Source: an optimization exercise on an open RTL-to-GDS flow (aim: small area and a short achievable clock period). Production flows keep margins and buffers that such runs may drop.
The RTL was checked by simulation tests, not by an equivalence proof against the original design.
The flow treats the clock pin as an ideal source. Dropping or thinning the clock tree relies on that and would not hold on a real chip.
No activity file was given, so power comes from the tool's default toggle rates.

// doubling_adder_top
module doubling_adder_top (
  input  logic                  clk,
  input  logic                  arst_n,
  input  logic                  in_valid,
  input  logic [64-1:0] a,
  input  logic [64-1:0] b,
  input  logic                  cin,
  output logic [64:0]   sum,
  output logic                  out_valid
);
Size: roughly 140 flip-flops, about 200 I/O pins.
Settings: LEC_CHECK=0, CAP_MARGIN=20, CORE_MARGIN=2, CORE_UTILIZATION=50, HOLD_SLACK_MARGIN=0.05, SETUP_SLACK_MARGIN=1.7, SLEW_MARGIN=20, SYNTH_HIERARCHICAL=1, SYNTH_MINIMUM_KEEP_SIZE=0; clock period 3.2 ns.
standard.sh (not shown) runs the stock make flow with config.mk's settings and CLKGATE_MAP_FILE= SYNTH_SCRIPT=/design/flow/synth_recipe.tcl, a recipe that flattens the netlist after the stock synthesis.
==> flow/flow/run.sh <==
#!/bin/bash
# Layout flow: the standard flow (standard.sh, unchanged synthesis) with
#  - the port buffers of buffer_ports set to the smallest buffer, which
#    repair_timing then sizes up where timing needs it (every port still gets
#    its own buffer);
#  - clock tree synthesis with larger sink clusters, mid-size clock buffers and
#    no dummy loads.
set -euo pipefail
bash standard.sh finish BUFFER_PORTS_ARGS="-buffer_cell sky130_fd_sc_hd__buf_1" \
  CTS_ARGS="-sink_clustering_enable -repair_clock_nets -dont_use_dummy_load -sink_clustering_size 24 -buf_list sky130_fd_sc_hd__clkbuf_8" \
  > standard_flow.log 2>&1
The starting point went through all stages and came out clean.
Next try:
==> flow/flow/run.sh (replaced) <==
#!/bin/bash
# Layout flow: the standard flow (standard.sh, unchanged synthesis) with the
# port buffers of buffer_ports set to the smallest buffer, which repair_timing
# then sizes up where timing needs it. Every port still gets its own buffer.
set -euo pipefail
bash standard.sh finish BUFFER_PORTS_ARGS="-buffer_cell sky130_fd_sc_hd__buf_1" > standard_flow.log 2>&1
Settings changed: SETUP_SLACK_MARGIN 1.7 to 1.6.
=>
- The new run passed the timing, DRC and antenna checks
- first-iteration DRC count falls by about 20%
- worst hold slack gets worse by 100 ps
- wire length went down by about 2.8%
- global-route usage decreases by 0.15 points
- utilization came out higher by 0.40 points
- clock-buffer cell count came out higher by 3

========
## xenon
Another version of the RTL of doubling_adder_top (not shown whole).
Size in the first run: about 940 cells after synthesis, roughly 200 I/O pins, ~8000 um^2 of cells after synthesis.
clock: 3.2 ns
lec_check: 0
cap_margin: 20
core_margin: 2
core_utilization: 65
hold_slack_margin: 0.05
setup_slack_margin: 1.7
slew_margin: 20
synth_hierarchical: 1
synth_minimum_keep_size: 0
==> flow/flow/run.sh <==
#!/bin/bash
# Layout flow: the standard flow (standard.sh, unchanged synthesis) with
#  - the port buffers of buffer_ports set to the smallest buffer, which
#    repair_timing then sizes up where timing needs it (every port still gets
#    its own buffer);
#  - a small balanced clock tree (cts_tree.tcl) in place of TritonCTS: the clock
#    port drives four clock inverters, each driving two leaf clock inverters,
#    each leaf driving an eighth of the flip-flops (two inversions on every
#    path, so each acts as a buffer).
set -euo pipefail
HERE=$(cd "$(dirname "$0")" && pwd)
bash standard.sh finish BUFFER_PORTS_ARGS="-buffer_cell sky130_fd_sc_hd__buf_1" \
  PRE_CTS_TCL="$HERE/cts_tree.tcl" CTS_TOP_BUFS=4 CTS_LEAF_BUFS=2 \
  CTS_TOP_CELL=sky130_fd_sc_hd__clkinv_2 CTS_LEAF_CELL=sky130_fd_sc_hd__clkinv_4 \
  > standard_flow.log 2>&1
==> flow/flow/cts_tree.tcl <==
# Sourced by ORFS cts.tcl before it builds the clock tree (PRE_CTS_TCL).
# Replaces clock_tree_synthesis with a small balanced tree: the clock port
# drives CTS_TOP_BUFS cells, each of which drives CTS_LEAF_BUFS leaf cells (or
# the flip-flops directly when CTS_LEAF_BUFS is 0). The cells may be buffers or
# inverters; with inverters both levels invert, so every flip-flop still sees
# the clock's rising edge through two inversions, like a buffer. The flip-flops are split
# into groups of equal size by position (halves in x, then halves in y, ...),
# one group per leaf buffer, placed at the group's centre. Every flip-flop sees
# the same number and type of buffers, with no deliberate skew.
set ::cts_top  [expr {[info exists ::env(CTS_TOP_BUFS)]  ? $::env(CTS_TOP_BUFS)  : 4}]
set ::cts_leaf [expr {[info exists ::env(CTS_LEAF_BUFS)] ? $::env(CTS_LEAF_BUFS) : 2}]
set ::cts_top_cell  [expr {[info exists ::env(CTS_TOP_CELL)]  ? $::env(CTS_TOP_CELL)  : "sky130_fd_sc_hd__clkbuf_8"}]
set ::cts_leaf_cell [expr {[info exists ::env(CTS_LEAF_CELL)] ? $::env(CTS_LEAF_CELL) : "sky130_fd_sc_hd__clkbuf_16"}]

# items: list of {object x y}; split into n groups (n a power of two) of equal
# size by recursive bisection at the median, alternating between x and y.
proc cts_tree_split {items n axis} {
  if {$n <= 1} { return [list $items] }
  set idx [expr {$axis eq "x" ? 1 : 2}]
  set sorted [lsort -real -index $idx $items]
  set half [expr {[llength $sorted] / 2}]
  set other [expr {$axis eq "x" ? "y" : "x"}]
  return [concat [cts_tree_split [lrange $sorted 0 [expr {$half - 1}]] [expr {$n / 2}] $other] \
                 [cts_tree_split [lrange $sorted $half end] [expr {$n / 2}] $other]]
}

# Creates a buffer of cell $cell named $name driving the iterms of $items from
# net $in_net, placed at the centre of the items; returns {iterm x y} of its input.
proc cts_tree_buffer {name cell in_net items} {
  set block [ord::get_db_block]
  set master [[ord::get_db] findMaster $cell]
  set inst [odb::dbInst_create $block $master $name]
  set net [odb::dbNet_create $block "net_$name"]
  $net setSigType CLOCK
  set sx 0; set sy 0
  foreach item $items {
    lassign $item it x y
    $it disconnect
    $it connect $net
    set sx [expr {$sx + $x}]; set sy [expr {$sy + $y}]
  }
  set n [llength $items]
  set cx [expr {int($sx / $n)}]
  set cy [expr {int($sy / $n)}]
  $inst setLocation [expr {$cx - [$master getWidth] / 2}] [expr {$cy - [$master getHeight] / 2}]
  $inst setPlacementStatus PLACED
  set a [$inst findITerm A]
  $a connect $in_net
  foreach it [$inst getITerms] {
    if {[$it isOutputSignal]} { $it connect $net }
  }
  puts "cts_tree: $name ($cell) drives $n loads at ($cx, $cy)"
  return [list $a $cx $cy]
}

proc clock_tree_synthesis {args} {
  puts "cts_tree: $::cts_top x $::cts_top_cell, each driving $::cts_leaf x $::cts_leaf_cell (replaces clock_tree_synthesis $args)"
  set block [ord::get_db_block]
  set clk_net [$block findNet clk]
  set items {}
  foreach it [$clk_net getITerms] {
    set inst [$it getInst]
    lassign [$inst getLocation] x y
    set m [$inst getMaster]
    lappend items [list $it [expr {$x + [$m getWidth] / 2}] [expr {$y + [$m getHeight] / 2}]]
  }
  set t 0
  foreach top_group [cts_tree_split $items $::cts_top x] {
    if {$::cts_leaf > 0} {
      set leaves {}
      set l 0
      foreach leaf_group [cts_tree_split $top_group $::cts_leaf [expr {$::cts_top % 2 ? "x" : "y"}]] {
        set tmp [odb::dbNet_create $block "net_tmp_${t}_$l"]
        lappend leaves [cts_tree_buffer "clkbuf_leaf_${t}_$l" $::cts_leaf_cell $tmp $leaf_group]
        incr l
      }
      set top_in [cts_tree_buffer "clkbuf_top_$t" $::cts_top_cell $clk_net $leaves]
      foreach l [$block getNets] { if {[string match "net_tmp_*" [$l getName]] && [llength [$l getITerms]] == 0} { odb::dbNet_destroy $l } }
    } else {
      cts_tree_buffer "clkbuf_top_$t" $::cts_top_cell $clk_net $top_group
    }
    incr t
  }
  $clk_net setSigType CLOCK
  set_propagated_clock [all_clocks]
}
Here is what was changed in the inputs of cedar compared with xenon.
-- flow/flow/run.sh --
<<< xenon, line 13
  PRE_CTS_TCL="$HERE/cts_tree.tcl" CTS_TOP_BUFS=4 CTS_LEAF_BUFS=2 \
  CTS_TOP_CELL=sky130_fd_sc_hd__clkinv_2 CTS_LEAF_CELL=sky130_fd_sc_hd__clkinv_4 \
  > standard_flow.log 2>&1
>>> cedar, line 13
  PRE_CTS_TCL="$HERE/cts_tree.tcl" CTS_TOP_BUFS=4 CTS_LEAF_BUFS=2 \
  CTS_TOP_CELL=sky130_fd_sc_hd__clkinv_2 CTS_LEAF_CELL=sky130_fd_sc_hd__clkinv_8 \
  > standard_flow.log 2>&1
-- flow/config.mk --
<<< xenon, line 11
export HOLD_SLACK_MARGIN = 0.05
export SETUP_SLACK_MARGIN = 1.7
export SLEW_MARGIN = 20
>>> cedar, line 11
export HOLD_SLACK_MARGIN = 0.05
export SETUP_SLACK_MARGIN = 1.69
export SLEW_MARGIN = 20
==> run notes <==
Summary of the comparison: fraction of final layout cells sized beyond drive strength 1 is lower in cedar, relative to xenon. Summary of the comparison: estimated wirelength of the detail-placed design is lower in cedar, relative to xenon. cedar vs. xenon: clock transition at the register clock pins on the worst setup and hold paths after CTS went down by 40 ps. Fraction of the cycle the final worst path needs up 0.60 points in cedar wrt xenon. Net switching share of the total power is higher on cedar. Compared to xenon, the routing of cedar uses less wire. cedar has less setup slack than xenon. [compare] base=xenon new=cedar: sequential share of layout area comparable; global-route wire length before repair up 0.34%.
For tundra, these inputs were changed with respect to cedar:
-- flow/config.mk --
<<< cedar, line 9
export CORE_MARGIN = 2
export CORE_UTILIZATION = 65
export HOLD_SLACK_MARGIN = 0.05
export SETUP_SLACK_MARGIN = 1.69
export SLEW_MARGIN = 20
>>> tundra, line 9
export CORE_MARGIN = 2
export CORE_UTILIZATION = 75
export HOLD_SLACK_MARGIN = 0.05
export SETUP_SLACK_MARGIN = 1.72
export SLEW_MARGIN = 20
==> run notes <==
The run showing the smaller routed length on met1 is cedar. In the reports for tundra and cedar, the smaller largest fanout on the critical path belongs to cedar. Proportion of power drawn by flip-flops and latches (lower): tundra. tundra falls short of cedar in worst hold slack. Taking cedar as the reference point, the global routing usage on met3 of tundra rises by 1.9 points. Of the two values seen for cell type of the slowest stage on the worst timing path, o21ai_1 was produced by tundra and dfrtp_1 by cedar. Diff cedar -> tundra: clock share of power decreased by 0.2 points relative to the old numbers; data required time of the worst path moved up; via count went up.
Here is what was changed in the inputs of amber compared with tundra.
-- flow/config.mk --
<<< tundra, line 9
export CORE_MARGIN = 2
export CORE_UTILIZATION = 75
export HOLD_SLACK_MARGIN = 0.05
export SETUP_SLACK_MARGIN = 1.72
export SLEW_MARGIN = 20
>>> amber, line 9
export CORE_MARGIN = 2
export CORE_UTILIZATION = 65
export HOLD_SLACK_MARGIN = 0.05
export SETUP_SLACK_MARGIN = 1.7
export SLEW_MARGIN = 20
==> comparison <==
Relative to tundra, data required time of the critical path decreased by 860 ps in amber.
In the metrics for amber and tundra, the one carrying the lower instance count on the critical path is amber.
Between amber and tundra, it is amber whose x dimension of the die is higher, by 7.1%.
Any difference in clock share of power between tundra and amber is small enough to ignore.
From tundra to amber the numbers moved as follows: area growth from synthesis to layout saw a decrease, maximum fanout encountered on the critical timing path moved down.
Status: register-to-register slack parity (amber, tundra)
Power consumption, amber vs tundra: down by a few percent
amber vs tundra — final cell count climbed slightly
Looking at sequential share of layout area, amber sits 1.0 points higher than tundra does.
Final wirelength for amber: 26% down relative to tundra
No run of this note takes its clock network from TritonCTS; it comes from the design's own scripts or RTL.

========
## build 96
Another version of the RTL of doubling_adder_top (not shown whole).
Size in the first run: about 200 I/O pins, roughly 8000 um^2 of cells after synthesis.
// doubling_adder_top
module doubling_adder_top (
  input  logic                  clk,
  input  logic                  arst_n,
  input  logic                  in_valid,
  input  logic [64-1:0] a,
  input  logic [64-1:0] b,
  input  logic                  cin,
  output logic [64:0]   sum,
  output logic                  out_valid
);
==> flow/config.mk <==
export PLATFORM = sky130hd
export DESIGN_NAME = doubling_adder_top
export DESIGN_NICKNAME = doubling_adder_top
export VERILOG_FILES = /design/flow/design.v
export SDC_FILE = /design/flow/constraint.sdc
export NUM_CORES = 4
export LEC_CHECK = 0
export CAP_MARGIN = 20
export CORE_MARGIN = 2
export CORE_UTILIZATION = 65
export HOLD_SLACK_MARGIN = 0.05
export PLACE_DENSITY = 0.72
export SETUP_SLACK_MARGIN = 1.72
export SLEW_MARGIN = 20
export SYNTH_HIERARCHICAL = 1
export SYNTH_MINIMUM_KEEP_SIZE = 0
export TNS_END_PERCENT = 40
==> flow/constraint.sdc <==
create_clock -name core_clock -period 3.2 [get_ports {clk}]
set_input_delay 0.6400 -clock core_clock [delete_from_list [all_inputs] [get_ports {clk}]]
set_output_delay 0.6400 -clock core_clock [all_outputs]
set_load 0.01 [all_outputs]
==> flow/flow/run.sh <==
#!/bin/bash
# Layout flow: the standard flow (standard.sh, unchanged synthesis) with
#  - the port buffers of buffer_ports set to the smallest buffer, which
#    repair_timing then sizes up where timing needs it (every port still gets
#    its own buffer);
#  - a small balanced clock tree (cts_tree.tcl) in place of TritonCTS: the clock
#    port drives four clock inverters, each driving two leaf clock inverters,
#    each leaf driving an eighth of the flip-flops (two inversions on every
#    path, so each acts as a buffer).
set -euo pipefail
HERE=$(cd "$(dirname "$0")" && pwd)
bash standard.sh finish BUFFER_PORTS_ARGS="-buffer_cell sky130_fd_sc_hd__buf_1" \
  PRE_CTS_TCL="$HERE/cts_tree.tcl" CTS_TOP_BUFS=4 CTS_LEAF_BUFS=2 \
  CTS_TOP_CELL=sky130_fd_sc_hd__clkinv_2 CTS_LEAF_CELL=sky130_fd_sc_hd__clkinv_8 \
  > standard_flow.log 2>&1
Scripts as last shown in full above: flow/flow/cts_tree.tcl
### build 96 -> build 81
Settings: clearing PLACE_DENSITY, which used to be 0.72; swapping 65 for 70 in CORE_UTILIZATION; clearing TNS_END_PERCENT, which used to be 40.
[summary]
In build 81, the fraction of power consumed by the clock network came out 0.2 points below the value in build 96.
Build 81 -> build 96: final cycle utilization of the critical path flat
Build 81 finished end to end and its layout was clean on timing, DRC and antenna.
Clock skew after layout of build 96 is on par with build 81.
Comparing build 96 with build 81, the maximum frequency came out essentially unchanged.
## Diff of input files: build 46 against build 81
Settings: changing CORE_UTILIZATION from 70 to 65; setting PLACE_DENSITY to 0.8 for the first time.
- Delta (build 46 minus build 81): die area shows an increase of 910 um^2; minimum clock period lower; post-detailed-routing wire length moved down; register clock-pin slew on the reported worst setup and hold paths stayed essentially flat.
Modified inputs, build 16 compared to build 46
Settings: SETUP_SLACK_MARGIN: 1.72 -> 1.7; PLACE_DENSITY: 0.8 -> 0.72.
Maximum frequency: build 16 vs build 46, no meaningful difference. Summary — delay of the slowest critical-path stage, build 16 relative to build 46: lower, by 160 ps. Looking only at global-route usage, and setting everything else aside, the higher value of build 16 and build 46 goes to build 46. Build 16 vs build 46, vias after detailed routing went down by about 1.2%. Build 16 vs. build 46: detailed-route DRC error count saw little to no change; routed wire length on met2 saw a decrease. Re total wirelength of the detailed-routed design: build 46 was higher than build 16. In build 16, count of cells resized by post-cts repair is lower than in build 46. End of the critical path = s_q[7]: build 16; end of the critical path = sum[20]: build 46.
Inputs modified between build 16 and build 31:
Settings: swapping 1.7 for 1.72 in SETUP_SLACK_MARGIN.
Worst setup path startpoint = b[1]: build 16; worst setup path startpoint = sum[17]: build 31
Measured against each other, build 16 and build 31 differ in routed wire length, the lower figure coming from build 16.
Of the two values seen for critical path class, reg2out was produced by build 31 and in2reg by build 16.
Summary of build 31 over build 16: sequential share of layout area has decreased; post-placement cell area held steady; cell area higher; all-layer global routing usage flat.
--- input diff build 31..build 76 ---
Settings: a change of SETUP_SLACK_MARGIN from 1.72 to 1.7; a deleted PLACE_DENSITY that had been 0.72.
==> run notes <==
- Looking at the reports, build 76 completed the entire flow and the layout it produced met the timing, DRC and antenna checks.
- Proportion of cell area occupied by multi-input gates was higher in the run labelled build 76.
- Changes observed in build 76 relative to build 31: total power consumption of the routed design decreased by 0.66% relative to the old numbers; area of all placed cells without fillers decreased by about 0.9% relative to the old numbers; setup slack decreased by 11 ps relative to the old numbers.
- The proportion of power drawn by the clock network number comes out higher for build 76 vs build 31.
- Via count came out lower on build 76 than on build 31.
- On cell count after placement, build 76 tracks build 31 almost exactly.
No run of this note takes its clock network from TritonCTS; it comes from the design's own scripts or RTL.

[what the ideal ports hide]
How much do the figures lean on ideal ports? The routed layouts below were timed once more, with nothing changed but the port constraints. Step 1 sets driving cells, clkbuf_16 on the clock port and buf_2 on the other inputs (assumed; they add their load-dependent delay and slew). Step 2 adds t to the input delays and takes it off the output delays; t is the mean of the earliest and latest rising clock arrival at the registers after step 1. Input paths then give back, and output paths get back, about the clock's delay inside the block. a / b / c = no drivers / after step 1 / after step 2; a / b = the first two.
| run | shift t [ns] | slack for setup (ns) | latest minus earliest clock arrival (ns) | worst data-port slew with drivers (ns) |
|---|---|---|---|---|
| the first run of note 1 | 0.473 | 1.549 / 1.512 / 1.291 | 0.027 / 0.027 | 0.05 |
| the second run of note 1 | 0.458 | 1.571 / 1.558 / 1.231 | 0.014 / 0.014 | 0.04 |
| xenon | 0.291 | 1.732 / 1.664 / 1.485 | 0.028 / 0.027 | 0.04 |
| cedar | 0.337 | 1.712 / 1.637 / 1.449 | 0.010 / 0.011 | 0.03 |
| tundra | 0.366 | 1.262 / 1.296 / 0.930 | 0.046 / 0.046 | 0.06 |
| amber | 0.336 | 1.729 / 1.656 / 1.459 | 0.013 / 0.014 | 0.04 |
| build 96 | 0.338 | 1.709 / 1.633 / 1.457 | 0.022 / 0.021 | 0.05 |
| build 81 | 0.339 | 1.712 / 1.636 / 1.453 | 0.024 / 0.024 | 0.05 |
| build 46 | 0.338 | 1.733 / 1.658 / 1.473 | 0.018 / 0.017 | 0.05 |
| build 16 | 0.340 | 1.732 / 1.655 / 1.452 | 0.016 / 0.016 | 0.04 |
| build 31 | 0.335 | 1.743 / 1.668 / 1.470 | 0.020 / 0.020 | 0.04 |
| build 76 | 0.340 | 1.732 / 1.655 / 1.452 | 0.016 / 0.016 | 0.04 |
After both steps setup and hold are still met in every run listed. The setup slack of the second run of note 1, which loses most, moves by -0.013 ns with the drivers and by -0.340 ns with both steps.
